Source: an optimization exercise on an open RTL-to-GDS flow (aim: a short achievable clock period and few clock cycles). Production flows keep margins and buffers that such runs may drop. Function was checked by simulation only, so behaviour that the tests miss may differ from the original. Power figures rest on the tool's default switching activity, not on a simulated workload.

v6:
Design cpu_top, start of the top module:
module cpu_top
(
  input  logic                   clk,
  input  logic                   reset,
  input  logic [16-1:0] instr_word,
  output logic [10-1:0]   iaddr,
  input  logic                   wb_ack_i,
  input  logic [16-1:0] wb_dat_i,
  output logic                   wb_cyc_o,
  output logic                   wb_stb_o,
  output logic                   wb_we_o,
  output logic [16-1:0]  wb_adr_o,
  output logic [16-1:0] wb_dat_o,
  output logic                   halted
);
  cpu_isa_pkg::instr_t    ir;
  logic [10-1:0]   pc_inc;
  logic                   stall;
  logic                   f_take;
  logic                   redirect;
  logic [10-1:0]   redirect_pc;
  logic                   d_ldi;
  logic                   bus_start;
  logic                   bus_we;
  logic [4:0]             e_op;
  logic                   e_we;
  logic [4-1:0]  e_rd;
  logic                   e_ld;
  logic                   e_zero;
  logic [16-1:0] e_y;
  logic [16-1:0] e_wdata;
  logic [16-1:0] rf_a;
  logic [16-1:0] rf_b;
  logic [16-1:0] fw_a;
  logic [16-1:0] fw_b;
  logic [16-1:0] a_q;
  logic [16-1:0] b_q;
  cpu_fetch u_fetch (
    .clk         (clk),
    .reset       (reset),
    .hold        (stall),
    .redirect    (redirect),
    .redirect_pc (redirect_pc),
    .take        (f_take),
    .target      (instr_word[10-1:0]),
    .pc          (iaddr),
    .pc_inc      (pc_inc)
  );
  cpu_control u_control (
    .clk         (clk),
    .reset       (reset),
    .instr_word  (instr_word),
    .pc_inc      (pc_inc),
    .stall       (stall),
    .e_zero      (e_zero),
    .f_take      (f_take),
    .redirect    (redirect),
    .redirect_pc (redirect_pc),
    .ir_o        (ir),
    .d_ldi       (d_ldi),
    .bus_start   (bus_start),
    .bus_we      (bus_we),
  ...
make LEC_CHECK=0 ABC_CLOCK_PERIOD_IN_PS=2000 CAP_MARGIN=20 CORE_MARGIN=2 CORE_UTILIZATION=40 SETUP_SLACK_MARGIN=5 SLEW_MARGIN=20 TNS_END_PERCENT=100 finish   # period 7.0 ns
run.sh (not shown) runs the stock make flow with config.mk's settings and CLKGATE_MAP_FILE= SYNTH_SCRIPT=/design/flow/synth_recipe.tcl, a recipe that flattens the netlist after the stock synthesis.
Testbench counts of v6, summed over its fixed seeds: cycles 41,768.
For v7, these inputs were changed with respect to v6:
# v6
export LEC_CHECK = 0
export ABC_CLOCK_PERIOD_IN_PS = 2000
export CAP_MARGIN = 20
export CORE_MARGIN = 2
export CORE_UTILIZATION = 40
export SETUP_SLACK_MARGIN = 5
export SLEW_MARGIN = 20
export TNS_END_PERCENT = 100
create_clock -name core_clock -period 7.0 [get_ports {clk}]
# v7
export LEC_CHECK = 0
export ABC_CLOCK_PERIOD_IN_PS = 1000
export CAP_MARGIN = 20
export CORE_MARGIN = 2
export CORE_UTILIZATION = 55
export PLACE_DENSITY = 0.7
export SETUP_SLACK_MARGIN = 5
export SLEW_MARGIN = 20
export TNS_END_PERCENT = 100
create_clock -name core_clock -period 7.0 [get_ports {clk}]
==> comparison <==
Re area occupied by multi-input gates: v7 and v6 aren't equal, and the higher value belongs to v7.
Global-route wire length before repair ends up higher on v6.
Going from v6 to v7, the synthesis-to-finish area growth was found to have gone up by 1.8 points.
Looking at sequential share of layout area across v7 and v6, the one that comes out higher is v6.
Taking v6 as 1.0, v7 lands at 1.3 on first-iteration DRC count.
As far as remaining antenna violation count goes, v7 and v6 are indistinguishable; the numbers are identical.
Standard-cell row count of v7 falls short of that of v6 by more than 10%.

Another version of the RTL of cpu_top (not shown whole).
For scale: ~490 flip-flops, roughly 81 I/O pins, about 24000 sq um of cells after synthesis.
export LEC_CHECK = 0
export ABC_CLOCK_PERIOD_IN_PS = 2000
export CAP_MARGIN = 20
export CORE_MARGIN = 2
export CORE_UTILIZATION = 45
export SETUP_SLACK_MARGIN = 5
export SLEW_MARGIN = 20
export TNS_END_PERCENT = 100
create_clock -name core_clock -period 7.0 [get_ports {clk}]
The first run finished with timing, DRC and antenna clean.
Testbench counts at the start, summed over its fixed seeds: cycles 41,083.
Rerun with:
CORE_UTILIZATION = 40   (was 45)
Result: The new run completed with no timing, DRC or antenna violations; clock-buffer cell count decreases by 6; die area is higher by about 12%; final area decreases by about 0.9%; power shrinks by 2.6%.

## re-timing with driven ports
The results above use ideal ports. As a check the final layouts listed here were re-extracted and re-timed, cells and wires unchanged. Step 1: set_driving_cell puts a clkbuf_16 on clk and a buf_2 on each other input, an assumption about the parent block. Step 2, shift: input delay + t, output delay - t, t = (earliest + latest rising clock arrival at the registers) / 2. This alone moves slack from input paths to output paths. Slacks: ideal / step 1 / step 2; pairs: ideal / step 1.
run | t (ns) | setup slack, ns | hold slack, ns | worst setup path at the end
v6 | 0.645 | 3.520 / 3.520 / 3.101 | 0.471 / 0.471 / 0.471 | input to register
v7 | 0.629 | 3.450 / 3.450 / 3.380 | 0.491 / 0.491 / 0.491 | input to register
the first run of note 2 | 0.672 | 4.269 / 4.269 / 3.725 | 0.369 / 0.369 / 0.369 | input to register
the second run of note 2 | 0.668 | 4.374 / 4.346 / 3.784 | 0.373 / 0.373 / 0.373 | input to register
After both steps every run listed still meets setup and hold. For the second run of note 2, which loses most, drivers alone change the setup slack by -0.028 ns; drivers and shift together by -0.590 ns.
